This is an optimization exercise on Yosys and OpenROAD, whose aim is small area and a short achievable clock period, not a production implementation.
Function was not checked in any run shown here: the RTL went through the layout flow alone.
Power is estimated from default activity; no workload was simulated.

File: flow/run.sh
#!/bin/bash
# synth_recipe.tcl (not shown) runs the flow's synth.tcl, then flattens the netlist and writes it again
# the make line also repeats each setting of config.mk as NAME=value (left out here)
make -C /OpenROAD-flow-scripts/flow DESIGN_CONFIG=/design/flow/config.mk WORK_HOME=/design/flow/orfs CLKGATE_MAP_FILE= SYNTH_SCRIPT=/design/flow/synth_recipe.tcl finish
File: flow/config.mk
export PLATFORM = sky130hd
export DESIGN_NAME = deflate_stored_top
export DESIGN_NICKNAME = deflate_stored_top
export VERILOG_FILES = /design/flow/design.v
export SDC_FILE = /design/flow/constraint.sdc
export NUM_CORES = 4
export LEC_CHECK = 0
export CAP_MARGIN = 20
export CORE_MARGIN = 2
export CORE_UTILIZATION = 40
export SETUP_SLACK_MARGIN = 3.5
export SLEW_MARGIN = 20
export TNS_END_PERCENT = 5
File: flow/constraint.sdc
create_clock -name core_clock -period 6.0 [get_ports {clk}]
set_input_delay 1.2000 -clock core_clock [delete_from_list [all_inputs] [get_ports {clk}]]
set_output_delay 1.2000 -clock core_clock [all_outputs]
set_load 0.01 [all_outputs]
File: flow/design.v
package deflate_pkg;
	function automatic logic [31:0] crc_shift(input logic [31:0] x, input integer n);
		crc_shift = x;
		for (int b = 0; b < n; b++)
			crc_shift = crc_shift[0] ? ((crc_shift >> 1) ^ 32'hEDB8_8320) : (crc_shift >> 1);
	endfunction
endpackage
`timescale 1ns/1ps
module block_decoder (
	input  logic        clk,
	input  logic        rst_n,
	input  logic        word_valid,
	input  logic [31:0] word,
	output logic        a_hdr,           
	output logic        a_dat,           
	output logic [1:0]  a_ra,            
	output logic [3:0]  a_sel,           
	output logic        a_trl,           
	output logic [31:0] a_word,          
	output logic [1:0]  ra,              
	output logic        protocol_error
);
	logic        in_data_q;      
	logic        ended_q;        
	logic        final_q;        
	logic [15:0] bytes_left;     
	logic        accept;
	logic        block_end;
	logic        is_final;
	logic        last_q;         
	logic [3:0]  ra_oh;
	logic [31:0] word_up;
	assign accept    = word_valid & ~a_hdr & ~ended_q;    
	assign block_end = in_data_q ? last_q : (word[15:0] == '0);
	assign is_final  = in_data_q ? final_q : word[24];
	assign ra = {bytes_left[1] ^ bytes_left[0], bytes_left[0]} & {2{in_data_q & last_q}};   
	always_comb begin
		for (int r = 0; r < 4; r++)
			ra_oh[r] = (ra == 2'(r));
		word_up = ({32{ra_oh[0]}} & word)
		        | ({32{ra_oh[1]}} & {word[23:0], 8'b0})
		        | ({32{ra_oh[2]}} & {word[15:0], 16'b0})
		        | ({32{ra_oh[3]}} & {word[7:0],  24'b0});
	end
	always_ff @(posedge clk or negedge rst_n) begin
		if (!rst_n) begin
			in_data_q      <= 1'b0;
			ended_q        <= 1'b0;
			a_hdr          <= 1'b0;
			a_dat          <= 1'b0;
			a_trl          <= 1'b0;
			a_sel          <= '0;
			protocol_error <= 1'b0;
		end else begin
			a_hdr <= accept & ~in_data_q;
			a_dat <= accept & in_data_q;
			a_trl <= accept & block_end & is_final;
			for (int r = 0; r < 4; r++)
				a_sel[r] <= accept & in_data_q & ra_oh[r];
			if (word_valid & ~accept)
				protocol_error <= 1'b1;
			if (accept) begin
				in_data_q <= ~block_end;
				ended_q   <= block_end & is_final;
			end
		end
	end
	always_ff @(posedge clk) begin
		a_word <= word_up;
		if (accept) begin
			if (in_data_q) begin
				bytes_left[15:2] <= bytes_left[15:2] - 14'd1;
				last_q           <= (bytes_left[15:4] == '0) & ~(bytes_left[3] & (bytes_left[2:0] != 3'b000));
			end else begin
				bytes_left <= word[15:0];
				final_q    <= word[24];
				last_q     <= (word[15:3] == '0) & ~(word[2] & (word[1:0] != 2'b00));
			end
		end
	end
	assign a_ra = {a_sel[2] | a_sel[3], a_sel[1] | a_sel[3]};
endmodule
`timescale 1ns/1ps
module crc32_engine (
	input  logic        clk,
	input  logic        rst_n,
	input  logic        crc_valid,
	input  logic [3:0]  crc_sel,         
	input  logic [31:0] crc_data,        
	output logic [31:0] crc_out
);
	logic [31:0] inv_q;          
	logic [31:0] c;
	logic [31:0] t_in;           
	logic [31:0] r_lo;           
	logic [31:0] c_next;
	assign c = ~inv_q;
	always_comb begin
		for (int p = 0; p < 4; p++) begin
			t_in[p*8 +: 8] = '0;
			r_lo[p*8 +: 8] = c[p*8 +: 8] & {8{~crc_valid}};
			for (int r = 0; r < 4; r++) begin
				if (p >= r)
					t_in[p*8 +: 8] = t_in[p*8 +: 8] | (c[(p-r)*8 +: 8] & {8{crc_sel[r]}});
				else
					r_lo[p*8 +: 8] = r_lo[p*8 +: 8] | (c[(p-r+4)*8 +: 8] & {8{crc_sel[r]}});
			end
			t_in[p*8 +: 8] = t_in[p*8 +: 8] ^ (crc_data[p*8 +: 8] & {8{crc_valid}});
		end
	end
	logic [67:0] s;             
	assign s[0] = t_in[2] ^ t_in[7];
	assign s[1] = t_in[0] ^ t_in[22];
	assign s[2] = t_in[3] ^ t_in[21];
	assign s[3] = t_in[4] ^ s[1];
	assign s[4] = t_in[1] ^ t_in[23];
	assign s[5] = t_in[10] ^ t_in[26];
	assign s[6] = t_in[12] ^ t_in[28];
	assign s[7] = t_in[5] ^ t_in[8];
	assign s[8] = t_in[6] ^ t_in[25];
	assign s[9] = t_in[19] ^ t_in[27];
	assign s[10] = t_in[13] ^ t_in[29];
	assign s[11] = t_in[14] ^ t_in[30];
	assign s[12] = t_in[17] ^ t_in[24];
	assign s[13] = t_in[15] ^ t_in[31];
	assign s[14] = t_in[11] ^ t_in[16];
	assign s[15] = t_in[9] ^ s[8];
	assign s[16] = t_in[20] ^ s[0];
	assign s[17] = t_in[5] ^ s[13];
	assign s[18] = t_in[18] ^ t_in[26];
	assign s[19] = t_in[18] ^ t_in[25];
	assign s[20] = t_in[11] ^ t_in[27];
	assign s[21] = s[4] ^ s[9];
	assign s[22] = t_in[0] ^ s[6];
	assign s[23] = s[10] ^ s[11];
	assign s[24] = t_in[24] ^ t_in[28];
	assign s[25] = t_in[9] ^ s[0];
	assign s[26] = s[2] ^ s[12];
	assign s[27] = t_in[2] ^ t_in[29];
	assign s[28] = t_in[4] ^ t_in[15];
	assign s[29] = t_in[9] ^ t_in[23];
	assign s[30] = t_in[7] ^ s[19];
	assign s[31] = t_in[30] ^ s[5];
	assign s[32] = t_in[17] ^ s[3];
	assign s[33] = t_in[3] ^ t_in[10];
	assign s[34] = s[1] ^ s[17];
	assign s[35] = t_in[6] ^ s[16];
	assign s[36] = t_in[12] ^ s[7];
	assign s[37] = t_in[31] ^ s[2];
	assign s[38] = s[10] ^ s[22];
	assign s[39] = t_in[30] ^ s[18];
	assign s[40] = s[20] ^ s[31];
	assign s[41] = t_in[16] ^ s[3];
	assign s[42] = s[14] ^ s[21];
	assign s[43] = s[14] ^ s[17];
	assign s[44] = t_in[11] ^ s[15];
	assign s[45] = t_in[5] ^ s[25];
	assign s[46] = t_in[14] ^ s[33];
	assign s[47] = t_in[4] ^ s[4];
	assign s[48] = s[24] ^ s[28];
	assign s[49] = t_in[2] ^ s[3];
	assign s[50] = t_in[19] ^ s[13];
	assign s[51] = s[11] ^ s[43];
	assign s[52] = s[7] ^ s[15];
	assign s[53] = t_in[10] ^ s[26];
	assign s[54] = t_in[7] ^ s[5];
	assign s[55] = t_in[23] ^ s[12];
	assign s[56] = t_in[28] ^ s[9];
	assign s[57] = s[4] ^ s[12];
	assign s[58] = t_in[14] ^ s[45];
	assign s[59] = t_in[27] ^ s[7];
	assign s[60] = t_in[20] ^ s[29];
	assign s[61] = s[6] ^ s[27];
	assign s[62] = t_in[4] ^ t_in[24];
	assign s[63] = t_in[31] ^ s[5];
	assign s[64] = t_in[16] ^ t_in[29];
	assign s[65] = t_in[1] ^ s[23];
	assign s[66] = t_in[8] ^ s[39];
	assign s[67] = t_in[13] ^ s[32];
	assign c_next[0] = (s[41] ^ ((s[4] ^ (t_in[8] ^ (t_in[26] ^ t_in[3]))) ^ s[35])) ^ r_lo[0];
	assign c_next[1] = ((s[25] ^ s[26]) ^ (s[47] ^ s[59])) ^ r_lo[1];
	assign c_next[2] = (s[52] ^ ((s[33] ^ (t_in[18] ^ s[24])) ^ s[49])) ^ r_lo[2];
	assign c_next[3] = (s[44] ^ (s[54] ^ (((t_in[19] ^ t_in[29]) ^ (t_in[3] ^ t_in[5])) ^ s[47]))) ^ r_lo[3];
	assign c_next[4] = (s[40] ^ ((s[62] ^ s[36]) ^ s[35])) ^ r_lo[4];
	assign c_next[5] = (s[52] ^ (s[37] ^ (((t_in[13] ^ t_in[7]) ^ s[20]) ^ s[22]))) ^ r_lo[5];
	assign c_next[6] = (s[38] ^ (s[60] ^ ((t_in[16] ^ t_in[2]) ^ s[46]))) ^ r_lo[6];
	assign c_next[7] = (s[65] ^ ((t_in[11] ^ s[28]) ^ s[53])) ^ r_lo[7];
	assign c_next[8] = (((t_in[12] ^ s[19]) ^ s[49]) ^ s[51]) ^ r_lo[8];
	assign c_next[9] = ((s[50] ^ (s[16] ^ s[36])) ^ s[67]) ^ r_lo[9];
	assign c_next[10] = ((((t_in[13] ^ t_in[21]) ^ s[18]) ^ s[3]) ^ s[58]) ^ r_lo[10];
	assign c_next[11] = ((s[21] ^ s[46]) ^ (s[7] ^ (t_in[6] ^ (t_in[15] ^ t_in[22])))) ^ r_lo[11];
	assign c_next[12] = (((s[14] ^ s[29]) ^ s[48]) ^ s[35]) ^ r_lo[12];
	assign c_next[13] = (s[53] ^ (s[36] ^ (s[64] ^ (t_in[7] ^ (t_in[0] ^ t_in[25]))))) ^ r_lo[13];
	assign c_next[14] = (s[67] ^ (s[66] ^ (t_in[1] ^ s[44]))) ^ r_lo[14];
	assign c_next[15] = ((s[63] ^ ((t_in[12] ^ t_in[18]) ^ s[21])) ^ s[58]) ^ r_lo[15];
	assign c_next[16] = (s[42] ^ (s[54] ^ ((t_in[13] ^ t_in[22]) ^ s[48]))) ^ r_lo[16];
	assign c_next[17] = ((s[55] ^ s[59]) ^ (s[61] ^ (s[14] ^ (t_in[25] ^ (t_in[14] ^ t_in[20]))))) ^ r_lo[17];
	assign c_next[18] = (s[38] ^ ((s[26] ^ s[39]) ^ (t_in[15] ^ s[15]))) ^ r_lo[18];
	assign c_next[19] = ((s[41] ^ s[65]) ^ (s[63] ^ (s[9] ^ s[30]))) ^ r_lo[19];
	assign c_next[20] = ((((t_in[7] ^ (t_in[3] ^ t_in[6])) ^ s[56]) ^ s[32]) ^ s[51]) ^ r_lo[20];
	assign c_next[21] = ((((t_in[17] ^ t_in[3]) ^ s[18]) ^ s[61]) ^ s[34]) ^ r_lo[21];
	assign c_next[22] = (s[66] ^ (s[16] ^ (s[9] ^ (t_in[22] ^ s[10])))) ^ r_lo[22];
	assign c_next[23] = ((((t_in[0] ^ t_in[8]) ^ s[11]) ^ s[37]) ^ (s[56] ^ s[60])) ^ r_lo[23];
	assign c_next[24] = ((s[64] ^ (s[13] ^ s[24])) ^ (s[25] ^ ((s[2] ^ s[5]) ^ (t_in[8] ^ (t_in[23] ^ t_in[6]))))) ^ r_lo[24];
	assign c_next[25] = (s[40] ^ (s[57] ^ ((t_in[20] ^ s[27]) ^ s[15]))) ^ r_lo[25];
	assign c_next[26] = (s[40] ^ (s[37] ^ ((s[19] ^ s[6]) ^ (t_in[24] ^ s[0])))) ^ r_lo[26];
	assign c_next[27] = (s[42] ^ (((t_in[31] ^ s[8]) ^ s[16]) ^ s[38])) ^ r_lo[27];
	assign c_next[28] = (s[41] ^ (s[55] ^ (((t_in[21] ^ t_in[6]) ^ s[6]) ^ s[23]))) ^ r_lo[28];
	assign c_next[29] = (s[34] ^ (s[57] ^ (s[23] ^ s[30]))) ^ r_lo[29];
	assign c_next[30] = (((s[11] ^ s[62]) ^ (t_in[3] ^ (t_in[20] ^ t_in[22]))) ^ (s[30] ^ s[50])) ^ r_lo[30];
	assign c_next[31] = ((((t_in[19] ^ t_in[1]) ^ s[0]) ^ (s[2] ^ s[8])) ^ s[34]) ^ r_lo[31];
	always_ff @(posedge clk or negedge rst_n) begin
		if (!rst_n)
			inv_q <= '0;
		else
			inv_q <= ~c_next;
	end
	assign crc_out = inv_q;
endmodule
`timescale 1ns/1ps
module stored_sequencer (
	input  logic        clk,
	input  logic        rst_n,
	input  logic        a_hdr,
	input  logic        a_dat,
	input  logic [1:0]  a_ra,
	input  logic [3:0]  a_sel,
	input  logic [1:0]  ra_next,         
	input  logic        a_trl,
	input  logic [31:0] a_word,
	output logic [2:0]  b_n,             
	output logic        b_last,          
	output logic        b_bf,            
	output logic [31:0] b_lanes          
);
	logic        st_crc_q;               
	logic        st_isize_q;             
	logic [1:0]  pos_q;                  
	logic [15:0] isize_lo_q;             
	logic        isize_c_q;
	logic [15:0] isize_hi_q;
	logic [31:0] crc_value;
	logic [31:0] g;                      
	logic [2:0]  n_c;
	logic [16:0] lo_sum;
	logic [1:0]  rot_next;
	logic [3:0]  rot_q;                  
	crc32_engine crc32_engine_i (
		.clk       (clk),
		.rst_n     (rst_n),
		.crc_valid (a_dat),
		.crc_data  (a_word),
		.crc_sel   (a_sel),
		.crc_out   (crc_value)
	);
	always_comb begin
		if (a_hdr)
			g = {~a_word[7:0], a_word[15:8], a_word[7:0], ~a_word[15:8]};
		else if (a_dat)
			g = a_word;
		else if (st_crc_q)
			g = crc_value;
		else
			g = {isize_hi_q, isize_lo_q};
	end
	always_comb begin
		if (a_hdr)
			n_c = 3'd5;
		else if (a_dat)
			n_c = {a_ra == 2'd0, 2'd0 - a_ra};
		else if (st_crc_q | st_isize_q)
			n_c = 3'd4;
		else
			n_c = 3'd0;
	end
	always_comb begin
		logic [1:0] p, m;
		p = {pos_q[1] ^ (pos_q[0] & a_hdr), pos_q[0] ^ a_hdr};
		m = {a_ra[1] ^ ra_next[1] ^ (a_ra[0] & ra_next[0]), a_ra[0] ^ ra_next[0]};
		rot_next = {p[1] ^ m[1] ^ (~p[0] & m[0]), p[0] ^ m[0]};
	end
	assign lo_sum = {1'b0, isize_lo_q} + {1'b0, a_word[15:0]};
	always_ff @(posedge clk or negedge rst_n) begin
		if (!rst_n) begin
			st_crc_q   <= 1'b0;
			st_isize_q <= 1'b0;
			pos_q      <= '0;
			isize_lo_q <= '0;
			isize_c_q  <= 1'b0;
			isize_hi_q <= '0;
			b_n        <= '0;
			b_last     <= 1'b0;
		end else begin
			st_crc_q   <= a_trl;
			st_isize_q <= st_crc_q;
			pos_q      <= {pos_q[1] ^ (pos_q[0] & a_hdr), pos_q[0] ^ a_hdr} - a_ra;   
			if (a_hdr)
				isize_lo_q <= lo_sum[15:0];
			isize_c_q  <= a_hdr & lo_sum[16];
			isize_hi_q <= isize_hi_q + {15'b0, isize_c_q};
			b_n        <= n_c;
			b_last     <= st_isize_q;
		end
	end
	always_ff @(posedge clk) begin
		b_bf    <= a_word[24];
		for (int r = 0; r < 4; r++)
			rot_q[r] <= (rot_next == 2'(r));
		b_lanes <= ({32{rot_q[0]}} & g)
		         | ({32{rot_q[1]}} & {g[23:0], g[31:24]})
		         | ({32{rot_q[2]}} & {g[15:0], g[31:16]})
		         | ({32{rot_q[3]}} & {g[7:0],  g[31:8]});
	end
endmodule
`timescale 1ns/1ps
module bit_packer (
	input  logic        clk,
	input  logic        rst_n,
	input  logic [2:0]  b_n,
	input  logic        b_last,
	input  logic        b_bf,
	input  logic [31:0] b_lanes,
	output logic        out_valid,
	output logic [31:0] out_word,
	output logic        out_last,
	output logic [2:0]  out_bytes,
	output logic        done
);
	logic [2:0]  cnt_q;          
	logic        drain_q;        
	logic [31:0] ovf_q;          
	logic [31:0] held;           
	logic        emitted_q;      
	logic [3:0]  cnt_in;
	logic        last_seen;
	logic        emit;
	logic        emit_last;
	logic        hdr;
	logic [3:0]  sel_acc;        
	logic [3:0]  sel_fld;        
	logic [3:0]  sel_bf;         
	logic [31:0] word_c;
	assign cnt_in    = {1'b0, cnt_q} + {1'b0, b_n};
	assign last_seen = drain_q | b_last;
	assign emit      = (cnt_in >= 4'd4) | (last_seen & (cnt_in != '0));
	assign emit_last = last_seen & (cnt_in != '0) & (cnt_in <= 4'd4);
	assign hdr       = (b_n == 3'd5);
	always_comb begin
		for (int j = 0; j < 4; j++) begin
			sel_acc[j] = (cnt_q > 3'(j));
			sel_fld[j] = ~sel_acc[j] & (b_n != '0);
			sel_bf[j]  = hdr & (cnt_q[1:0] == 2'(j));
		end
		held = emitted_q ? ovf_q : out_word;
		for (int j = 0; j < 4; j++) begin
			word_c[j*8 +: 8] = ({8{sel_acc[j]}} & held[j*8 +: 8])
			                 | ({8{sel_fld[j] & ~sel_bf[j]}} & b_lanes[j*8 +: 8])
			                 | {7'b0, sel_bf[j] & b_bf};
		end
	end
	always_ff @(posedge clk or negedge rst_n) begin
		if (!rst_n) begin
			cnt_q     <= '0;
			drain_q   <= 1'b0;
			out_valid <= 1'b0;
			done      <= 1'b0;
		end else begin
			out_valid <= emit;
			drain_q   <= last_seen & ~emit_last;
			done      <= done | emit_last;
			if (emit)
				cnt_q <= emit_last ? '0 : 3'(cnt_in - 4'd4);
			else
				cnt_q <= 3'(cnt_in);
		end
	end
	always_ff @(posedge clk) begin
		out_last  <= emit_last;
		out_bytes <= emit_last ? 3'(cnt_in) : 3'd4;
		out_word  <= word_c;
		ovf_q     <= b_lanes;
		emitted_q <= emit;
	end
endmodule
`timescale 1ns/1ps
module deflate_stored_top (
	input  logic                        clk,
	input  logic                        rst_n,
	input  logic                        word_valid,
	input  logic [32-1:0]  word,           
	output logic                        out_valid,
	output logic [32-1:0]  out_word,
	output logic                        out_last,
	output logic [3-1:0] out_bytes,
	output logic                        done,
	output logic                        protocol_error
);
	logic        a_hdr, a_dat, a_trl;   
	logic [1:0]  a_ra;
	logic [3:0]  a_sel;
	logic [1:0]  ra_next;
	logic [31:0] a_word;
	logic [2:0]  b_n;                   
	logic        b_last, b_bf;
	logic [31:0] b_lanes;
	block_decoder block_decoder_i (
		.clk            (clk),
		.rst_n          (rst_n),
		.word_valid     (word_valid),
		.word           (word),
		.a_hdr          (a_hdr),
		.a_dat          (a_dat),
		.a_ra            (a_ra),
		.a_sel           (a_sel),
		.ra              (ra_next),
		.a_trl          (a_trl),
		.a_word         (a_word),
		.protocol_error (protocol_error)
	);
	stored_sequencer stored_sequencer_i (
		.clk     (clk),
		.rst_n   (rst_n),
		.a_hdr   (a_hdr),
		.a_dat   (a_dat),
		.a_ra     (a_ra),
		.a_sel    (a_sel),
		.ra_next  (ra_next),
		.a_trl   (a_trl),
		.a_word  (a_word),
		.b_n     (b_n),
		.b_last  (b_last),
		.b_bf    (b_bf),
		.b_lanes (b_lanes)
	);
	bit_packer bit_packer_i (
		.clk       (clk),
		.rst_n     (rst_n),
		.b_n       (b_n),
		.b_last    (b_last),
		.b_bf      (b_bf),
		.b_lanes   (b_lanes),
		.out_valid (out_valid),
		.out_word  (out_word),
		.out_last  (out_last),
		.out_bytes (out_bytes),
		.done      (done)
	);
endmodule
==> summary.md, run 1 <==
| Metric | Value |
|---|---|
| Clk_skew | 0.0131 ns |
| Post-route minimum period | between 2 and 3 ns |
| Worst hold stages | 0 |
| Vias in the first global route | roughly 11000 |
| Final hold vios | 0 |
| CTS Sinks | 245 |
| Worst path depth | 10 |
| Largest delay contributor family on the critical path | XOR/XNOR gates |
| Setup slack after layout | around 3.3 ns |
| Setup_tns | 0 ns |
| Setup CP Type | register to register |
| First-pass GRT wire length | between 60 and 70 mm |
| CTS tree | built |
| CP Capture Type | register |
| Share of layout cells above drive strength 1 | 18.1% |
| Synth area leader | dfxtp_1 |
| Most common cell after layout, fill and taps aside | xnor2_1 |
| Critical path fanouts, max | 6 |
| Fin nets | between 1500 and 2000 |
| Tot Pwr | about 11 mW |
| Cell area after synthesis | between 10000 and 15000 um^2 |
| Reg2Reg Depth | 10 |
| Final Wtd Congestion | 1.06 |
| Setup violators final | 0 |
| DR WL/cell | ~23 um |
| Antenna violations before repair | 3 |
| Worst-Skew Late Latency | around 0.55 ns |
| Mapped Avg Cell Area | between 9 and 10 um^2 |
| Post-Route WL | 46.7 mm |
| Tightest Hold Check Type | register to register |
| Post-synthesis sequential area ratio | between 30% and 40% |
| Post-synthesis register bit count | 245 |
| Worst Path Arrival | between 3 and 4 ns |
| Die height | roughly 190 um |
| Fmax | 0.366 GHz |
| Pre-antenna DRT Iters | 6 |
| Hold Buf Count CTS | 0 |
| Pwr/cell area | 643 nW/um^2 |
| DRC errors left | 0 |
| 1st-iter DRT viols | roughly 1100 |
| Synth cell types | between 60 and 70 |
| TritonCTS buffer count | 28 |
| Final ANT Viol Nets | 0 |
| CP cell instances | buf_6 > buf_4 > a2111oi_4 > buf_4 > xnor2_4 > buf_4 > xor3_1 > xnor2_1 > xnor2_1 > xor2_1 |
| Total gr overflow | 0 |
| Clock root buffer master | clkbuf_16 |
| Synth top area share | approximately 19% |
| Die area | roughly 37000 um^2 |
| Total GRT Usage | between 20% and 30% |
| CTS max path bufs | 3 |
| Place WS | 2.19 ns |
| Hold_ws | 0.348 ns |
| Crit start category | register |
| Placed instance count | 1943 |
| # port buffers | 73 |
| # H-tree levels | 1 |
| Post-synth top flop | dfxtp_1 |
| Fin cells | 2072 |
| Vias/cell | roughly 5.6 |
| Hpwl dp | between 30 and 40 mm |
| Row cnt | 69 |
| Initial Utilization | slightly above 40% |
| Final period util | 45.6% |
| Final Cell Area | 17900 um^2 |
| Ys async rst share | ~36% |
| Critical path buffers and inverters | 4 |
| Maxcap violations | 0 |
| CP most frequent cell | buf_4 |
| IO Pins | 74 |
| Die width | a little under 200 um |
| Synth warnings | 4 |
| Cell Area, Placed | about 15000 um^2 |
| VDD IR max | approximately 0.28 mV |
| Slew @ Worst Pin | 1.07 ns |
| Critical path required time | 6.48 ns |
| CORE AREA | approximately 35000 um^2 |
| Leading cell types in the layout, fill and taps excluded | 162 x xnor2_1, 136 x dfxtp_1, 126 x nand2_1, 110 x o21ai_0, 77 x dfrtp_1 |
| Pleak | ~7 nW |
| RSZ-0062 raised after global routing | yes |
| Mapped Cells | between 1000 and 1500 |
| Slew headroom | between 20% and 30% |
| Slowest CP cell | dfrtp_4 |
| Fin util | between 50% and 60% |
| Syn_nets | roughly 1500 |
| Post-synth EDFFs | 18 |
| Pins Over Slew Limit | 0 |
| DR vias | around 12000 |
| Layout area overhead | 24.8% |
| Largest net degree at the start of global routing | 51 |
| Clock Pin Slew Worst Setup and Hold Paths | ~0.060 ns |
| Slowest cell delay on critical path | 0.53 ns |
| Area contributors post-synth | dfxtp_1 19%, dfrtp_1 16%, xnor2_1 12%, mux2i_1 4.0%, xor2_1 4.0% |
| Outcome | no timing/DRC/antenna violations |
[cells in the mapped netlist (15+ instances only)]
library cell	n
o22ai_1	28
xnor3_1	16
a21oi_1	59
inv_1	47
nand3_1	15
a22oi_1	72
nor2b_1	39
nand2_1	127
xor2_1	65
clkbuf_1	52
edfxtp_1	18
xnor2_1	197
mux2_2	36
dfxtp_1	138
a22o_1	15
nor2_1	73
dfrtp_1	89
o21ai_0	110
ha_1	28
mux2i_1	57
[power by group]
part	switching, mW	internal (mW)
Sequential	0.802	2.36
Combinational	3.27	3.27
Clock	0.709	1.08
[cell type report]
type / instances / area (um^2)
diodes: 1 / 2.50
clock buffers: 41 / 885
clock inverters: 11 / 113
fillers: 3297 / 17500
inverters: 50 / 196
multi-input cells: 1102 / 9060
flip-flops and latches: 245 / 5560
well taps: 461 / 577
repair buffers: 160 / 1460
repair inverters: 1 / 5.00
[worst reg2reg max path: cells and delay by family, from the launching register on]
kind	cells	cell delay [ns]
AO/OA/AOI/OAI	1	0.27
XOR/XNOR	5	1.18
flip-flops	1	0.53
buffers and inverters	4	0.69
[repair_timing]
| item | CTS | global route |
|---|---|---|
| pin swaps | 43 | 21 |
| setup buffers | 60 | 15 |
| endpoints found under the hold margin | 0 | 0 |
| cloned | 1 | 0 |
| endpoints found under the setup margin | 130 | 116 |
| resized for setup | 102 | 27 |
[cells by family (layout without fill, tap and decap cells)]
logic type | count (synthesis) | in the layout | synth area share [%]
AOI/OAI and AO/OA | 355 | 355 | 16.3
buffers and inverters | 120 | 263 | 3.36
adders and majority gates | 30 | 30 | 2.73
xor gates and xnor gates | 299 | 299 | 21.5
and+or+nand+nor | 325 | 325 | 10.6
muxes | 93 | 93 | 6.82
other | 0 | 1 | 0
DFF | 245 | 245 | 38.7
[worst paths after layout]
| path | from | endpoint | slack [ns] |
|---|---|---|---|
| hold / removal | stored_sequencer_i.b_lanes[20] | bit_packer_i.ovf_q[20] | 0.35 |
| setup reg to reg | block_decoder_i.a_sel[1] | stored_sequencer_i.crc32_engine_i.inv_q[4] | 3.27 |
| max in group asynchronous | rst_n | block_decoder_i.a_sel[2] | 4.25 |
| hold reg to reg | stored_sequencer_i.b_lanes[20] | bit_packer_i.ovf_q[20] | 0.35 |
| setup / recovery | block_decoder_i.a_sel[1] | stored_sequencer_i.crc32_engine_i.inv_q[4] | 3.27 |
| min in group asynchronous | rst_n | stored_sequencer_i.crc32_engine_i.inv_q[4] | 0.68 |
[state kept, by name, summed over array words and instances, names as in the netlist, 2 cells and up]
signal and flops:
bit_packer_i.cnt_q 3, bit_packer_i.out_bytes 3, bit_packer_i.out_word 32, bit_packer_i.ovf_q 32
block_decoder_i.a_sel 4, block_decoder_i.a_word 32, block_decoder_i.bytes_left 16, stored_sequencer_i.b_lanes 32
stored_sequencer_i.b_n 3, stored_sequencer_i.crc32_engine_i.inv_q 32, stored_sequencer_i.isize_hi_q 16, stored_sequencer_i.isize_lo_q 16
stored_sequencer_i.pos_q 2, stored_sequencer_i.rot_q 4
[per-layer routing]
layer,GRT usage (%),up-vias,share of wire (%)
li1,-,5402,-
met4,11.6,4,5.5
met5,0,-,0.062
met2,38.9,555,44
met1,32.9,5568,42
met3,6.15,157,8.5
==> run 2, diff against run 1 <==
--- a/flow/config.mk
+++ b/flow/config.mk
@@ -10,4 +10,3 @@
 export CORE_UTILIZATION = 40
 export SETUP_SLACK_MARGIN = 3.5
 export SLEW_MARGIN = 20
-export TNS_END_PERCENT = 5
==> run 2 against run 1 <==
  * Synthesized area unchanged
  * Critical path depth fell by 2
  * Utilization rose by 4.0 points
  * Largest cell class unchanged
  * Highest routed layer is now met4
  * Cell area is 7.9% higher
  * Non-clock buffer count up 83
  * Sequential cell count unchanged
  * Still clean
  * Register-to-register slack got worse by 0.11 ns
  * Combinational power is 18% higher
==> summary.md, run 2 <==
| Metric | Value |
|---|---|
| Maxcap violations | 0 |
| Tightest Hold Check Type | register to register |
| Vias in the first global route | 12079 |
| Final Wtd Congestion | 0.969 |
| Outcome | no timing/DRC/antenna violations |
| Mapped Cells | approximately 1500 |
| Die height | slightly below 200 um |
| Post-Route WL | around 51 mm |
| Synth warnings | 4 |
| Fill cell count | just over 3000 |
| Final hold vios | 0 |
| # H-tree levels | 1 |
| Row cnt | roughly 70 |
| Pleak | ~8.0 nW |
| Synth area leader | dfxtp_1 |
| Ys async rst share | a little over a third |
| TritonCTS buffer count | 28 |
| Share of layout cells above drive strength 1 | 26.3% |
| Clock root buffer master | clkbuf_16 |
| Fmax | 0.351 GHz |
| CP Capture Type | register |
| Slew @ Worst Pin | ~1.1 ns |
| First-pass GRT wire length | between 70 and 80 mm |
| Mapped Avg Cell Area | between 9 and 10 um^2 |
| RSZ-0062 raised after global routing | yes |
| Pins Over Slew Limit | 0 |
| CTS tree | built |
| Post-synthesis register bit count | between 200 and 250 |
| Initial Utilization | approximately 40% |
| WL met2 | ~22 mm |
| Critical path required time | around 6.5 ns |
| DR vias | approximately 13000 |
| CTS max path bufs | 3 |
| IO Pins | 74 |
| Setup_tns | 0 ns |
| Cell area after synthesis | between 10000 and 15000 um^2 |
| Clk_skew | ~0.018 ns |
| Final Cell Area | between 15000 and 20000 um^2 |
| Tot Pwr | between 10 and 15 mW |
| VDD IR max | approximately 0.36 mV |
| Most common cell after layout, fill and taps aside | dfxtp_1 |
| CORE AREA | 35400 um^2 |
| Top Metal Used | met4 |
| 1st-iter DRT viols | roughly 1500 |
| Die width | between 150 and 200 um |
| Pwr/cell area | approximately 660 nW/um^2 |
| Worst Path Arrival | around 3.3 ns |
| Pre-antenna DRT Iters | 9 |
| Synth cell types | 66 |
| Total GRT Usage | ~26% |
| Critical path fanouts, max | 4 |
| Place WS | ~2.4 ns |
| Area contributors post-synth | dfxtp_1 19%, dfrtp_1 16%, xnor2_1 12%, mux2i_1 4.0%, xor2_1 4.0% |
| Total gr overflow | 0 |
| Final period util | 47.5% |
| Vias/cell | about 5.9 |
| Worst-Skew Late Latency | ~0.56 ns |
| Largest net degree at the start of global routing | 55 |
| Hpwl dp | approximately 33 mm |
| Most common cell in the netlist | xnor2_1 |
| Clock Pin Slew Worst Setup and Hold Paths | around 0.060 ns |
| Crit start category | register |
| Layout area overhead | 34.7% |
| Metal3 WL | 5.15 mm |
| Synth top area share | about a fifth |
| DR WL/cell | between 20 and 25 um |
| Final ANT Viol Nets | 0 |
| Post-route minimum period | 2.85 ns |
| Syn_nets | 1532 |
| Post-synth EDFFs | 18 |
| Cell Area, Placed | roughly 16000 um^2 |
| Fin util | a little over half |
| Fin nets | roughly 1700 |
| Slew headroom | ~28% |
| Post-synth top flop | dfxtp_1 |
| CTS Sinks | around 250 |
| DRC errors left | 0 |
| Setup slack after layout | around 3.2 ns |
| Setup violators final | 0 |
| # port buffers | 73 |
| Post-synthesis sequential area ratio | 38.7% |
| Synth cell count leaders | 197 x xnor2_1, 138 x dfxtp_1, 127 x nand2_1 |
| Die area | roughly 37000 um^2 |
| Antenna violations before repair | 1 |
| Leading cell types in the layout, fill and taps excluded | 134 x dfxtp_1, 130 x buf_4, 128 x xnor2_1, 124 x nand2_1, 109 x o21ai_0 |
| Setup CP Type | register to register |
| ANT cells | 0 |
| M1 wire length | around 20 mm |
==> run 2: cell counts after synthesis <==
No cell type changed its count.
==> run 2: worst paths after layout <==
| kind | from | to | slack [ns] | depth (start not counted) |
|---|---|---|---|---|
| max in group asynchronous | rst_n | stored_sequencer_i.isize_lo_q[1] | 4.23 | 2 |
| worst max register to register | stored_sequencer_i.crc32_engine_i.inv_q[18] | stored_sequencer_i.crc32_engine_i.inv_q[22] | 3.15 | 8 |
| min in group asynchronous | rst_n | stored_sequencer_i.crc32_engine_i.inv_q[30] | 0.71 | 1 |
| worst min-delay path | stored_sequencer_i.b_lanes[3] | bit_packer_i.ovf_q[3] | 0.35 | 0 |
| worst min register to register | stored_sequencer_i.b_lanes[3] | bit_packer_i.ovf_q[3] | 0.35 | 0 |
| worst max-delay path | stored_sequencer_i.crc32_engine_i.inv_q[18] | stored_sequencer_i.crc32_engine_i.inv_q[22] | 3.15 | 8 |
==> run 2: metrics by stage <==
stage          cells  hold slack (ns)
2_1_floorplan   1467            0.330
3_3_place_gp    1945            0.332
3_5_place_dp    1945            0.337
4_1_cts         2097            0.350
5_1_grt         2154            0.351
6_report        2154            0.349
==> run 2: kinds of logic (layout without fill, tap and decap cells) <==
| kind of cell | after synthesis | count (layout) | synth area share [%] |
|---|---|---|---|
| simple gates | 325 | 325 | 10.6 |
| mux | 93 | 93 | 6.82 |
| compound gates | 355 | 355 | 16.3 |
| fa+ha+maj | 30 | 30 | 2.73 |
| xor+xnor | 299 | 299 | 21.5 |
| buf+inv | 120 | 346 | 3.36 |
| flops | 245 | 245 | 38.7 |
==> run 2: worst max-delay path, stage by stage, from the launching register on <==
cell and delay (ns):
dfrtp_1 0.48, inv_1 0.19, a222oi_1 0.50, buf_4 0.21, xor3_2 0.43, xnor2_4 0.20, xnor2_2 0.22, xnor3_1 0.27
xnor2_1 0.23
==> run 2: repair_timing <==
action,in CTS,in global routing
gates cloned,3,2
pin swaps,74,79
hold buffers,0,0
endpoints found under the hold margin,0,0
gates resized for setup,181,110
buffers inserted,97,55
setup endpoints to repair,129,51
==> run 2: metal layers <==
layer | vias up | GRT usage (%)
li1 | 5564 | -
met1 | 6086 | 33.5
met2 | 780 | 40.2
met3 | 268 | 5.79
met4 | 0 | 13.8
met5 | - | 0
==> run 2: report_power, final <==
part           switching (mW)  internal [mW]
registers               0.811           2.36
logic                    3.80           3.94
clock network           0.712           1.04
==> run 2: layout make-up <==
cell class	count	area (um^2)	share of cell area, %
clock inverter	12	135	0.701
timing repair inverter	1	5.00	0.0260
timing repair buffer	243	2250	11.7
tap	461	577	2.99
multi-input combinational	1102	9710	50.4
inverter	50	215	1.12
clock buffer	40	817	4.24
sequential	245	5560	28.8
==> run 3, diff against run 2 <==
--- a/flow/design.v
+++ b/flow/design.v
@@ -17,6 +17,7 @@
 	output logic [3:0]  a_sel,           
 	output logic        a_trl,           
 	output logic [31:0] a_word,          
+	output logic        a_bf,            
 	output logic [1:0]  ra,              
 	output logic        protocol_error
 );
@@ -37,10 +38,11 @@
 	always_comb begin
 		for (int r = 0; r < 4; r++)
 			ra_oh[r] = (ra == 2'(r));
-		word_up = ({32{ra_oh[0]}} & word)
+		word_up = ({32{ra_oh[0] & in_data_q}} & word)
 		        | ({32{ra_oh[1]}} & {word[23:0], 8'b0})
 		        | ({32{ra_oh[2]}} & {word[15:0], 16'b0})
-		        | ({32{ra_oh[3]}} & {word[7:0],  24'b0});
+		        | ({32{ra_oh[3]}} & {word[7:0],  24'b0})
+		        | ({32{~in_data_q}} & {~word[7:0], word[15:0], ~word[15:8]});
 	end
 	always_ff @(posedge clk or negedge rst_n) begin
 		if (!rst_n) begin
@@ -67,6 +69,7 @@
 	end
 	always_ff @(posedge clk) begin
 		a_word <= word_up;
+		a_bf   <= word[24];
 		if (accept) begin
 			if (in_data_q) begin
 				bytes_left[15:2] <= bytes_left[15:2] - 14'd1;
@@ -87,6 +90,8 @@
 	input  logic        crc_valid,
 	input  logic [3:0]  crc_sel,         
 	input  logic [31:0] crc_data,        
+	input  logic        load,            
+	input  logic [31:0] load_value,
 	output logic [31:0] crc_out
 );
 	logic [31:0] inv_q;          
@@ -98,7 +103,7 @@
 	always_comb begin
 		for (int p = 0; p < 4; p++) begin
 			t_in[p*8 +: 8] = '0;
-			r_lo[p*8 +: 8] = c[p*8 +: 8] & {8{~crc_valid}};
+			r_lo[p*8 +: 8] = (c[p*8 +: 8] & {8{~crc_valid & ~load}}) | (~load_value[p*8 +: 8] & {8{load}});
 			for (int r = 0; r < 4; r++) begin
 				if (p >= r)
 					t_in[p*8 +: 8] = t_in[p*8 +: 8] | (c[(p-r)*8 +: 8] & {8{crc_sel[r]}});
@@ -228,6 +233,7 @@
 	input  logic [1:0]  ra_next,         
 	input  logic        a_trl,
 	input  logic [31:0] a_word,
+	input  logic        a_bf,
 	output logic [2:0]  b_n,             
 	output logic        b_last,          
 	output logic        b_bf,            
@@ -239,11 +245,13 @@
 	logic [15:0] isize_lo_q;             
 	logic        isize_c_q;
 	logic [15:0] isize_hi_q;
+	logic [15:0] isize_hi_next;
 	logic [31:0] crc_value;
 	logic [31:0] g;                      
 	logic [2:0]  n_c;
 	logic [16:0] lo_sum;
 	logic [1:0]  rot_next;
+	logic [1:0]  pos_next;
 	logic [3:0]  rot_q;                  
 	crc32_engine crc32_engine_i (
 		.clk       (clk),
@@ -251,18 +259,11 @@
 		.crc_valid (a_dat),
 		.crc_data  (a_word),
 		.crc_sel   (a_sel),
+		.load      (st_crc_q),                    
+		.load_value({isize_hi_next, isize_lo_q}),
 		.crc_out   (crc_value)
 	);
-	always_comb begin
-		if (a_hdr)
-			g = {~a_word[7:0], a_word[15:8], a_word[7:0], ~a_word[15:8]};
-		else if (a_dat)
-			g = a_word;
-		else if (st_crc_q)
-			g = crc_value;
-		else
-			g = {isize_hi_q, isize_lo_q};
-	end
+	assign g = (st_crc_q | st_isize_q) ? crc_value : a_word;
 	always_comb begin
 		if (a_hdr)
 			n_c = 3'd5;
@@ -274,12 +275,13 @@
 			n_c = 3'd0;
 	end
 	always_comb begin
-		logic [1:0] p, m;
-		p = {pos_q[1] ^ (pos_q[0] & a_hdr), pos_q[0] ^ a_hdr};
-		m = {a_ra[1] ^ ra_next[1] ^ (a_ra[0] & ra_next[0]), a_ra[0] ^ ra_next[0]};
-		rot_next = {p[1] ^ m[1] ^ (~p[0] & m[0]), p[0] ^ m[0]};
+		logic [1:0] p;
+		p        = {pos_q[1] ^ (pos_q[0] & a_hdr), pos_q[0] ^ a_hdr};    
+		pos_next = {p[1] ^ a_ra[1] ^ (~p[0] & a_ra[0]), p[0] ^ a_ra[0]};
+		rot_next = {pos_next[1] ^ ra_next[1] ^ (~pos_next[0] & ra_next[0]), pos_next[0] ^ ra_next[0]};
 	end
-	assign lo_sum = {1'b0, isize_lo_q} + {1'b0, a_word[15:0]};
+	assign lo_sum        = {1'b0, isize_lo_q} + {1'b0, a_word[23:8]};    
+	assign isize_hi_next = isize_hi_q + {15'b0, isize_c_q};
 	always_ff @(posedge clk or negedge rst_n) begin
 		if (!rst_n) begin
 			st_crc_q   <= 1'b0;
@@ -293,17 +295,17 @@
 		end else begin
 			st_crc_q   <= a_trl;
 			st_isize_q <= st_crc_q;
-			pos_q      <= {pos_q[1] ^ (pos_q[0] & a_hdr), pos_q[0] ^ a_hdr} - a_ra;   
+			pos_q      <= pos_next;
 			if (a_hdr)
 				isize_lo_q <= lo_sum[15:0];
 			isize_c_q  <= a_hdr & lo_sum[16];
-			isize_hi_q <= isize_hi_q + {15'b0, isize_c_q};
+			isize_hi_q <= isize_hi_next;
 			b_n        <= n_c;
 			b_last     <= st_isize_q;
 		end
 	end
 	always_ff @(posedge clk) begin
-		b_bf    <= a_word[24];
+		b_bf    <= a_bf;
 		for (int r = 0; r < 4; r++)
 			rot_q[r] <= (rot_next == 2'(r));
 		b_lanes <= ({32{rot_q[0]}} & g)
@@ -400,6 +402,7 @@
 	logic [3:0]  a_sel;
 	logic [1:0]  ra_next;
 	logic [31:0] a_word;
+	logic        a_bf;
 	logic [2:0]  b_n;                   
 	logic        b_last, b_bf;
 	logic [31:0] b_lanes;
@@ -415,6 +418,7 @@
 		.ra              (ra_next),
 		.a_trl          (a_trl),
 		.a_word         (a_word),
+		.a_bf           (a_bf),
 		.protocol_error (protocol_error)
 	);
 	stored_sequencer stored_sequencer_i (
@@ -427,6 +431,7 @@
 		.ra_next  (ra_next),
 		.a_trl   (a_trl),
 		.a_word  (a_word),
+		.a_bf    (a_bf),
 		.b_n     (b_n),
 		.b_last  (b_last),
 		.b_bf    (b_bf),
--- a/flow/config.mk
+++ b/flow/config.mk
@@ -7,6 +7,7 @@
 export LEC_CHECK = 0
 export CAP_MARGIN = 20
 export CORE_MARGIN = 2
-export CORE_UTILIZATION = 40
+export CORE_UTILIZATION = 60
 export SETUP_SLACK_MARGIN = 3.5
 export SLEW_MARGIN = 20
+export TNS_END_PERCENT = 5
==> run 3 against run 2 <==
  * Wire length shrank 13%
  * Critical endpoint is now stored_sequencer_i.crc32_engine_i.inv_q[19]
  * Highest routed layer is now met5
  * Largest cell class unchanged
  * Non-clock buffer count shrank 89
  * Hold slack lost 0.018 ns
  * Utilization grew 21 points
  * Via count shrank 9.0%
  * Register-to-register slack gained 0.12 ns
  * Largest power group unchanged
==> summary.md, run 3 <==
| Metric | Value |
|---|---|
| Total gr overflow | 0 |
| Vias/cell | 6.24 |
| Switching Share | between 40% and 50% |
| Slew headroom | between 20% and 30% |
| GR met2 Demand/Resource | between 50% and 60% |
| Initial Utilization | between 60% and 70% |
| Total GRT Usage | around 35% |
| Post-route minimum period | ~2.7 ns |
| Crit start category | register |
| Final Cell Area | about 18000 um^2 |
| CTS Sinks | between 200 and 250 |
| CORE AREA | around 23000 um^2 |
| GR Util met1 | slightly below 50% |
| R2R Path Start | stored_sequencer_i.crc32_engine_i.inv_q[3] |
| Internal | slightly below 7 mW |
| Die width | approximately 160 um |
| 1st-iter DRT viols | 1663 |
| Pleak | around 7.4 nW |
| IO Pins | 74 |
| Syn_nets | between 1000 and 1500 |
| DR WL/cell | about 24 um |
| Hpwl dp | about 32 mm |
| Net Sw Power | between 4 and 5 mW |
| Die area | around 25000 um^2 |
| Synth cell count leaders | 169 x xnor2_1, 139 x dfxtp_1, 136 x nand2_1 |
| Sequential power share | 28.1% |
| Post-synthesis register bit count | 246 |
| Setup slack after layout | about 3.3 ns |
| Outcome | no timing/DRC/antenna violations |
| Most common cell after layout, fill and taps aside | dfxtp_1 |
| Final Wtd Congestion | around 1.0 |
| Clock root buffer master | clkbuf_16 |
| GRT met3 Usage | roughly 7.5% |
| Ys async rst share | 36.2% |
| Mapped Cells | between 1000 and 1500 |
| Fin nets | roughly 1600 |
| Fin cells | approximately 1900 |
| Setup violators final | 0 |
| DRC errors left | 0 |
| Share of layout cells above drive strength 1 | between 10% and 20% |
| Critical path fanouts, max | 6 |
| Placed instance count | approximately 1700 |
| Mapped Avg Cell Area | around 10 um^2 |
| Largest net degree at the start of global routing | 51 |
| Setup_tns | 0 ns |
| # port buffers | 73 |
| Slew @ Worst Pin | 1.08 ns |
| Clock power share | between 10 and 15% |
| Row cnt | 56 |
| Post-synthesis sequential area ratio | roughly two fifths |
| VDD IR max | 0.463 mV |
| Combinational share of power | between 50 and 60% |
| Hold Buf Count CTS | 0 |
| Reg2Reg Depth | 9 |
| Vias in the first global route | approximately 11000 |
| Simple-gate share of the synthesized area | 10.6% |
| Post-synthesis xor/xnor area fraction | 23.0% |
| Post-Route WL | roughly 45 mm |
| First-pass GRT wire length | 65.7 mm |
| CTS tree | built |
| Maxcap violations | 0 |
| Mux share of post-synthesis cell area | under 10% |
| Adder-cell share of the synthesized area | about 2.7% |
| Antenna violations before repair | 1 |
| ANT cells | 0 |
| Area contributors post-synth | dfxtp_1 20%, dfrtp_1 16%, xnor2_1 10%, xnor3_1 4.6%, xor2_1 4.4% |
| Synth warnings | 4 |
| Post-synth top flop | dfxtp_1 |
| Worst Setup SP | stored_sequencer_i.crc32_engine_i.inv_q[3] |
| GR peak layer | met2 |
| Largest family of logic cells by synthesized area | XOR/XNOR gates |
| Post-synthesis compound-gate area fraction | around 16% |
| Worst hold stages | 0 |
| Cell area after synthesis | around 14000 um^2 |
| Tightest Hold Check Type | register to register |
| Leading cell types in the layout, fill and taps excluded | 138 x dfxtp_1, 136 x nand2_1, 130 x xnor2_1, 80 x dfrtp_1, 73 x buf_4 |
| Fill cell count | 1637 |
| Place WS | approximately 2.6 ns |
| Layout area overhead | 23.4% |
| Clock Pin Slew Worst Setup and Hold Paths | approximately 0.06 ns |
| # H-tree levels | 1 |
| Synth top area share | between 10% and 20% |
| Worst-Skew Late Latency | 0.56 ns |
| Setup CP Type | register to register |
| Cell Area, Placed | 15100 um^2 |
| Final ANT Viol Nets | 0 |
| Pwr/cell area | slightly below 700 nW/um^2 |
| Clk_skew | between 0.02 and 0.025 ns |
| Die height | 158 um |
| Fmax | ~0.37 GHz |
| RSZ-0062 raised after global routing | yes |
| Most common cell in the netlist | xnor2_1 |
| Worst Path Arrival | between 3 and 4 ns |
| CP Capture Type | register |
| Pre-antenna DRT Iters | 8 |
| Synth area leader | dfxtp_1 |
| TritonCTS buffer count | 27 |
| Hold Crit Start | block_decoder_i.a_bf |
| Final period util | a little under half |
| CTS max path bufs | 3 |
| Post-synth EDFFs | 18 |
| Final hold vios | 0 |
| DR vias | between 10000 and 15000 |
| Pins Over Slew Limit | 0 |
| Synth cell types | between 70 and 80 |
| Critical path required time | about 6.4 ns |
## run 3: cells by family (layout without fill, tap and decap cells)
family                     count (synthesis)  count (layout)
xor gates and xnor gates                 297             297
adders and majority gates                 29              29
muxes                                     67              67
AOI/OAI and AO/OA                        313             313
buffers and inverters                    125             262
DFF                                      246             246
and+or+nand+nor                          320             320
## run 3: metrics by stage
stage / hold slack [ns] / power (mW) / util (%)
3_5_place_dp: 0.319 / 9.16 / 64.8
2_1_floorplan: 0.310 / 7.52 / -
5_1_grt: 0.340 / 12.4 / 75.1
6_report: 0.331 / 11.8 / 75.1
3_3_place_gp: 0.313 / 9.10 / 64.8
4_1_cts: 0.334 / 11.3 / 73.3
## run 3: per-layer routing
layer / routed length [um] / vias to the layer above
met5: 11 / -
met4: 2150 / 2
met3: 4520 / 161
met2: 20000 / 691
met1: 18000 / 5535
li1: - / 5165
## run 3: final timing paths
kind | endpoint | slack (ns)
setup / recovery | stored_sequencer_i.crc32_engine_i.inv_q[19] | 3.27
hold / removal | stored_sequencer_i.b_bf | 0.33
setup reg to reg | stored_sequencer_i.crc32_engine_i.inv_q[19] | 3.27
hold reg to reg | stored_sequencer_i.b_bf | 0.33
max in group asynchronous | bit_packer_i.cnt_q[0] | 4.23
min in group asynchronous | stored_sequencer_i.isize_hi_q[0] | 0.63
## run 3: power by group through the flow
stage | clock network, mW | logic (mW) | registers (mW)
2_1_floorplan | 0 | 4.67 | 2.85
3_3_place_gp | 0 | 5.83 | 3.27
3_5_place_dp | 0 | 5.89 | 3.28
5_1_grt | 1.76 | 7.28 | 3.34
4_1_cts | 1.70 | 6.39 | 3.25
6_report | 1.67 | 6.81 | 3.31
## run 3: layout make-up
class	count	area, um^2	area share [%]
repair buffers	154	1400	8.01
clock inverters	13	104	0.593
multi-input cells	1026	8980	51.3
clock buffers	37	817	4.67
well taps	319	399	2.28
inverters	58	236	1.35
flip-flops and latches	246	5570	31.8
## run 3: worst max-delay path, stage by stage (launching register included)
cell,delay [ns]
dfrtp_1,0.52
inv_2,0.06
a222oi_1,0.34
buf_4,0.19
xor3_2,0.54
buf_6,0.17
xnor2_2,0.12
xnor2_1,0.18
xnor3_1,0.35
xnor2_1,0.14
## run 3: timing repair
| item | 4_1_cts | 5_1_grt |
|---|---|---|
| buffers inserted | 55 | 19 |
| resized for setup | 91 | 44 |
| endpoints found under the setup margin | 116 | 143 |
| pin swaps | 35 | 26 |
==> run 4, diff against run 3 <==
--- a/flow/config.mk
+++ b/flow/config.mk
@@ -7,7 +7,7 @@
 export LEC_CHECK = 0
 export CAP_MARGIN = 20
 export CORE_MARGIN = 2
-export CORE_UTILIZATION = 60
+export CORE_UTILIZATION = 40
 export SETUP_SLACK_MARGIN = 3.5
 export SLEW_MARGIN = 20
 export TNS_END_PERCENT = 5
==> run 4 against run 3 <==
  * Non-clock buffer count grew 5
  * Wire length rose by 5.6%
  * Fmax is 0.12% higher
  * Clock-buffer cell count is 3 higher
  * Sequential share of layout area fell by 0.29 points
  * Clock skew increased by 0.0028 ns
  * Hold slack improved by 0.010 ns
  * Die area increased by 49%
  * Synthesized area is the same
  * Sequential cell count unchanged
  * Clock power up 12%
  * Largest power group unchanged
  * Highest routed layer is now met4
==> summary.md, run 4 <==
| Metric | Value |
|---|---|
| 1st-iter DRT viols | 1460 |
| Mapped Avg Cell Area | approximately 10 um^2 |
| Net Sw Power | 4.89 mW |
| Post-synth EDFFs | 18 |
| Die area | roughly 37000 um^2 |
| Crit start category | register |
| Sequential power share | between 20% and 30% |
| CTS tree | built |
| ANT cells | 0 |
| DR vias | around 11000 |
| Cell area after synthesis | roughly 14000 um^2 |
| Post-synth top flop | dfxtp_1 |
| Fmax | about 0.37 GHz |
| Synth warnings | 4 |
| Sequential Area | between 5000 and 6000 um^2 |
| CP Capture Type | register |
| RSZ-0062 raised after global routing | yes |
| Synth cell count leaders | 169 x xnor2_1, 139 x dfxtp_1, 136 x nand2_1 |
| Die height | around 190 um |
| DR WL/cell | 23.6 um |
| Critical path required time | 6.47 ns |
| Cell Area, Placed | approximately 15000 um^2 |
| TritonCTS buffer count | 28 |
| # H-tree levels | 1 |
| Syn_nets | roughly 1500 |
| Setup_tns | 0 ns |
| Worst Path Arrival | between 3 and 4 ns |
| Largest net degree at the start of global routing | between 40 and 50 |
| Row cnt | 68 |
| Final ANT Viol Nets | 0 |
| Antenna violations before repair | 0 |
| IO Pins | 74 |
| Post-Route WL | between 40 and 50 mm |
| Final period util | approximately 45% |
| Place WS | roughly 2.4 ns |
| Setup violators final | 0 |
| Vias/cell | roughly 5.7 |
| Final hold vios | 0 |
| Ys async rst share | 36.2% |
| Mapped Cells | around 1400 |
| R2R Path Start | stored_sequencer_i.crc32_engine_i.inv_q[5] |
| Post-synthesis register bit count | approximately 250 |
| Slew headroom | 26.2% |
| DRC errors left | 0 |
| Post-route minimum period | 2.73 ns |
| Maxcap violations | 0 |
| Leading cell types in the layout, fill and taps excluded | 138 x dfxtp_1, 137 x xnor2_1, 136 x nand2_1, 82 x buf_4, 78 x dfrtp_1 |
| Pre-antenna DRT Iters | 8 |
| Area contributors post-synth | dfxtp_1 20%, dfrtp_1 16%, xnor2_1 10%, xnor3_1 4.6%, xor2_1 4.4% |
| Pwr/cell area | around 670 nW/um^2 |
| Fill cell count | 3135 |
| Fin nets | roughly 1600 |
| Total gr overflow | 0 |
| Pins Over Slew Limit | 0 |
| Hpwl dp | around 34 mm |
| Final Cell Area | approximately 18000 um^2 |
| Clock Pin Slew Worst Setup and Hold Paths | approximately 0.070 ns |
| Worst-Skew Late Latency | 0.57 ns |
| Hold_ws | approximately 0.34 ns |
| Total GRT Usage | between 20 and 30% |
| Clock root buffer master | clkbuf_16 |
| Switching Share | between 40% and 50% |
| Worst Setup SP | stored_sequencer_i.crc32_engine_i.inv_q[5] |
| First-pass GRT wire length | between 70 and 80 mm |
| Initial Utilization | between 40 and 50% |
| Share of layout cells above drive strength 1 | roughly a fifth |
| Clk_skew | 0.0277 ns |
| Die width | 192 um |
| Clock power share | roughly 16% |
| Tightest Hold Check Type | register to register |
| Setup slack after layout | approximately 3.3 ns |
| Synth top area share | 19.6% |
| Reg2Reg Depth | 7 |
| Outcome | no timing/DRC/antenna violations |
| Synth cell types | 79 |
| CTS Sinks | about 250 |
| Post-synthesis sequential area ratio | 39.1% |
| Reg-to-reg endpoint | stored_sequencer_i.crc32_engine_i.inv_q[4] |
| Vias in the first global route | approximately 11000 |
| VDD IR max | ~0.31 mV |
| Layout area overhead | 24.6% |
| Combinational share of power | around 56% |
| Synth area leader | dfxtp_1 |
| Slew @ Worst Pin | between 1 and 1.5 ns |
| # port buffers | between 70 and 80 |
| Worst Setup EP | stored_sequencer_i.crc32_engine_i.inv_q[4] |
| CTS max path bufs | 3 |
| Final Wtd Congestion | 1.02 |
| CORE AREA | between 30000 and 40000 um^2 |
| Pleak | ~7.4 nW |
| Critical path fanouts, max | 6 |
| Setup CP Type | register to register |
| Most common cell in the netlist | xnor2_1 |
| Most common cell after layout, fill and taps aside | dfxtp_1 |
| Internal | 6.97 mW |
| Multi-input combinational cell area | 8860 um^2 |
| R2R setup slack | ~3.3 ns |
[run 4: cell counts after synthesis]
Identical to the previous run, type by type.
[run 4: timing repair]
action / CTS / global route
pin swaps: 37 / 13
setup buffers: 68 / 10
endpoints found under the hold margin: 0 / 0
hold buffers: 0 / 0
gates resized for setup: 96 / 17
cloned: 0 / 1
setup endpoints to repair: 168 / 150
[run 4: critical path, cell delays in order (launching register included)]
cell,delay [ns]
dfrtp_1,0.57
and2b_1,0.30
xnor2_4,0.18
xnor3_2,0.58
xnor2_4,0.23
xnor3_1,0.38
xnor2_1,0.16
xnor2_1,0.23
[run 4: power by group through the flow]
stage / logic [mW] / clock network (mW) / registers (mW)
after floorplan: 4.67 / 0 / 2.85
after global placement: 5.88 / 0 / 3.33
after detailed placement: 5.93 / 0 / 3.33
after CTS: 6.49 / 1.90 / 3.30
after global routing: 7.18 / 1.96 / 3.38
final: 6.66 / 1.87 / 3.34
[run 4: layout make-up]
type	count	area share, %
clock buffers	40	4.85
clock inverters	12	0.969
inverters	58	1.33
multi-input cells	1027	50.1
flip-flops and latches	246	31.5
well taps	455	3.22
repair buffers	159	8.02
[run 4: logic make-up after synthesis]
| logic type | after synthesis | synth area share (%) |
|---|---|---|
| AND/OR/NAND/NOR | 320 | 10.6 |
| XOR/XNOR | 297 | 23.0 |
| buffers and inverters | 125 | 3.66 |
| AO/OA/AOI/OAI | 313 | 16.0 |
| multiplexers | 67 | 5.01 |
| adder cells (fa/ha/maj) | 29 | 2.66 |
| flip-flops | 246 | 39.1 |
[run 4: metal layers]
| layer | GRT usage, % | vias up | share of wire [%] |
|---|---|---|---|
| li1 | - | 5162 | - |
| met1 | 34.2 | 5480 | 41 |
| met2 | 39.6 | 592 | 44 |
| met3 | 5.62 | 161 | 9.4 |
| met4 | 11.6 | 0 | 5.5 |
| met5 | 0 | - | 0 |
[run 4: worst min path at each step]
stage / from / endpoint / slack [ns] / cells after the start
final: stored_sequencer_i.b_lanes[5] / bit_packer_i.ovf_q[5] / 0.34 / 0
after global routing: stored_sequencer_i.b_lanes[5] / bit_packer_i.ovf_q[5] / 0.35 / 0
after CTS: stored_sequencer_i.b_lanes[5] / bit_packer_i.ovf_q[5] / 0.35 / 0
after detailed placement: block_decoder_i.a_bf / stored_sequencer_i.b_bf / 0.33 / 0
after global placement: block_decoder_i.a_bf / stored_sequencer_i.b_bf / 0.32 / 0
after floorplan: block_decoder_i.a_bf / stored_sequencer_i.b_bf / 0.31 / 0
[run 4: metrics by stage]
stage	std cells	power (mW)	util, %
2_1_floorplan	1397	7.52	-
3_3_place_gp	1866	9.20	44.1
3_5_place_dp	1866	9.26	44.1
4_1_cts	1986	11.7	50.4
5_1_grt	1997	12.5	50.9
6_report	1997	11.9	50.9
==> run 5, diff against run 4 <==
--- a/flow/config.mk
+++ b/flow/config.mk
@@ -8,6 +8,7 @@
 export CAP_MARGIN = 20
 export CORE_MARGIN = 2
 export CORE_UTILIZATION = 40
+export CTS_BUF_LIST = sky130_fd_sc_hd__clkbuf_4
 export SETUP_SLACK_MARGIN = 3.5
 export SLEW_MARGIN = 20
 export TNS_END_PERCENT = 5
==> run 5 against run 4 <==
  * Utilization rose by 0.15 points
  * Clock skew increased by 0.014 ns
  * Combinational power increased by 1%
  * Synthesized cell count unchanged
  * Non-clock buffer count up 7
  * Cell area increased by 0.30%
  * Hold slack about the same
  * Power fell by 2.2%
  * Critical endpoint is now stored_sequencer_i.crc32_engine_i.inv_q[17]
==> summary.md, run 5 <==
| Metric | Value |
|---|---|
| IO Pins | 74 |
| CTS tree | built |
| Pleak | between 7 and 8 nW |
| Tightest Hold Check Type | register to register |
| Synth top area share | approximately a fifth |
| Ys async rst share | roughly 36% |
| Worst-Skew Late Latency | 0.74 ns |
| DR WL/cell | roughly 23 um |
| Post-synthesis sequential area ratio | 39.1% |
| Antenna violations before repair | 2 |
| Slew @ Worst Pin | roughly 1.1 ns |
| Post-synthesis register bit count | 246 |
| DRC errors left | 0 |
| Final Wtd Congestion | slightly above 1 |
| Fin nets | 1630 |
| Fmax | between 0.3 and 0.4 GHz |
| Row cnt | 68 |
| CTS Sinks | between 200 and 250 |
| Sequential Area | about 5600 um^2 |
| TritonCTS buffer count | between 60 and 70 |
| Final period util | 45.8% |
| Outcome | no timing/DRC/antenna violations |
| Setup violators final | 0 |
| Maxcap violations | 0 |
| DR vias | between 10000 and 15000 |
| CP Capture Type | register |
| Mapped Avg Cell Area | 10.2 um^2 |
| First-pass GRT wire length | between 70 and 80 mm |
| Cell area after synthesis | between 10000 and 15000 um^2 |
| Post-synth EDFFs | 18 |
| Clock root buffer master | clkbuf_4 |
| Post-Route WL | between 40 and 50 mm |
| 1st-iter DRT viols | ~1400 |
| Pins Over Slew Limit | 0 |
| Fin util | approximately half |
| Setup_tns | 0 ns |
| CP cell instances | and2b_2 > xnor2_4 > xnor3_2 > buf_12 > xor2_4 > xnor3_1 > xor2_1 > xnor2_1 |
| Total gr overflow | 0 |
| Post-synth top flop | dfxtp_1 |
| Total GRT Usage | between 20% and 30% |
| Layout area overhead | 24.9% |
| Most common cell after layout, fill and taps aside | dfxtp_1 |
| Multi-input combinational cell area | 9000 um^2 |
| RSZ-0062 raised after global routing | yes |
| Slowest CP cell | xnor3_2 |
| Vias/cell | roughly 5.6 |
| Leading cell types in the layout, fill and taps excluded | 138 x dfxtp_1, 135 x nand2_1, 128 x xnor2_1, 100 x clkbuf_4, 78 x buf_4 |
| Hpwl dp | approximately 34 mm |
| Post-route minimum period | ~2.7 ns |
| Synth area leader | dfxtp_1 |
| CORE AREA | 34700 um^2 |
| CTS max path bufs | 3 |
| Clock Pin Slew Worst Setup and Hold Paths | 0.08 ns |
| Synth warnings | 4 |
| Slew headroom | between 20% and 30% |
| Pwr/cell area | around 650 nW/um^2 |
| Share of layout cells above drive strength 1 | 23.3% |
| Largest net degree at the start of global routing | approximately 50 |
| Critical path required time | approximately 6.6 ns |
| Most common cell in the netlist | xnor2_1 |
| Critical path fanouts, max | 6 |
| Area contributors post-synth | dfxtp_1 20%, dfrtp_1 16%, xnor2_1 10%, xnor3_1 4.6%, xor2_1 4.4% |
| # port buffers | 73 |
| Pre-antenna DRT Iters | 6 |
| Die width | 192 um |
| Setup CP Type | register to register |
| Synth cell types | 79 |
| Initial Utilization | 40.9% |
| Syn_nets | roughly 1500 |
| VDD IR max | roughly 0.32 mV |
| Fill cell count | 3173 |
| Crit start category | register |
| Clk_skew | 0.0415 ns |
| Vias in the first global route | 11484 |
| Die height | around 190 um |
| # H-tree levels | 3 |
| Worst Path Arrival | about 3.3 ns |
| Final ANT Viol Nets | 0 |
| Mapped Cells | roughly 1400 |
| Synth cell count leaders | 169 x xnor2_1, 139 x dfxtp_1, 136 x nand2_1 |
| Slowest cell delay on critical path | 0.57 ns |
| Final hold vios | 0 |
| Die area | roughly 37000 um^2 |
-- run 5: path summary, 6_finish.rpt --
path / startpoint / slack [ns] / to / cells past startpoint
max: stored_sequencer_i.crc32_engine_i.inv_q[5] / 3.25 / stored_sequencer_i.crc32_engine_i.inv_q[17] / 8
min: block_decoder_i.a_bf / 0.34 / stored_sequencer_i.b_bf / 0
max reg2reg: stored_sequencer_i.crc32_engine_i.inv_q[5] / 3.25 / stored_sequencer_i.crc32_engine_i.inv_q[17] / 8
min reg2reg: block_decoder_i.a_bf / 0.34 / stored_sequencer_i.b_bf / 0
max in group asynchronous: rst_n / 4.35 / block_decoder_i.a_sel[2] / 2
min in group asynchronous: rst_n / 0.46 / stored_sequencer_i.isize_hi_q[6] / 1
-- run 5: logic make-up (layout without fill, tap and decap cells) --
group / Yosys count / after routing / share of synthesized area, %
AND/OR/NAND/NOR: 320 / 320 / 10.6
flip-flops: 246 / 246 / 39.1
multiplexers: 67 / 67 / 5.01
other: 0 / 2 / 0
buffers and inverters: 125 / 342 / 3.66
adder cells (fa/ha/maj): 29 / 29 / 2.66
XOR/XNOR: 297 / 297 / 23.0
AO/OA/AOI/OAI: 313 / 313 / 16.0
-- run 5: timing repair --
action,4_1_cts,5_1_grt
pin swaps,43,22
hold buffers,0,0
resized for setup,155,31
setup endpoints to repair,161,126
buffers inserted,67,18
-- run 5: power by group --
part | switching, mW | internal (mW) | leakage, nW
Combinational | 3.34 | 3.41 | 4.78
Clock | 0.719 | 0.807 | 0.508
Sequential | 0.886 | 2.45 | 2.41
-- run 5: final cells by class --
class                   count  area share [%]
diodes                      2          0.0282
clock buffers             100            4.23
clock inverters            18           0.607
inverters                  58            1.34
multi-input cells        1026            50.8
flip-flops and latches    246            31.4
well taps                 455            3.21
repair buffers            166            8.37
-- run 5: metal layers --
layer | part of all wire (%) | vias up | GRT usage (%)
met5 | 0 | - | 0
met4 | 5.1 | 0 | 13.3
met3 | 8.4 | 143 | 6.02
met2 | 45 | 585 | 40.1
met1 | 42 | 5661 | 34.7
li1 | - | 5305 | -
-- run 5: per-stage QoR --
step	area [um^2]	setup WS, ns	std cells	hold slack, ns	total power, mW
floorplan	14200	3.46	1397	0.310	7.52
global placement	15300	2.48	1866	0.324	9.20
detailed placement	15300	2.41	1866	0.334	9.26
CTS	17400	3.35	2051	0.341	11.3
global route	17700	3.22	2071	0.341	12.3
finish	17700	3.25	2071	0.341	11.6
-- run 5: critical path, delay by kind of cell, from the launching register on --
family	cells	cell delay [ns]
XOR/XNOR	6	1.53
AND/OR/NAND/NOR	1	0.31
flip-flops	1	0.56
buffers and inverters	1	0.18

==> re-timing with driven ports <==
The flow's constraints put no driver on any port. The routed layouts listed below were extracted and timed again, unchanged, in two steps. Step 1: set_driving_cell puts a clkbuf_16 on clk and a buf_2 on each other input, an assumption about the parent block. Step 2 also shifts input and output timing later by t, the mid clock arrival at the registers, as if the neighbouring blocks saw the same clock. Three values: ideal, step 1, step 2; two values: the first two.
| run | shift t [ns] | setup slack, ns | hold slack, ns | clock arrival spread, ns |
|---|---|---|---|---|
| run 1 | 0.603 | 3.266 / 3.266 / 2.812 | 0.348 / 0.348 / 0.348 | 0.013 / 0.013 |
| run 2 | 0.607 | 3.152 / 3.152 / 2.943 | 0.349 / 0.349 / 0.349 | 0.018 / 0.019 |
| run 3 | 0.595 | 3.267 / 3.267 / 2.793 | 0.331 / 0.331 / 0.331 | 0.025 / 0.025 |
| run 4 | 0.608 | 3.270 / 3.270 / 2.827 | 0.341 / 0.341 / 0.341 | 0.029 / 0.028 |
| run 5 | 0.770 | 3.254 / 3.254 / 2.716 | 0.341 / 0.341 / 0.341 | 0.042 / 0.042 |
After both steps every run listed still meets setup and hold. The setup slack of run 5, which loses most, moves by 0.000 ns with the drivers and by -0.538 ns with both steps.
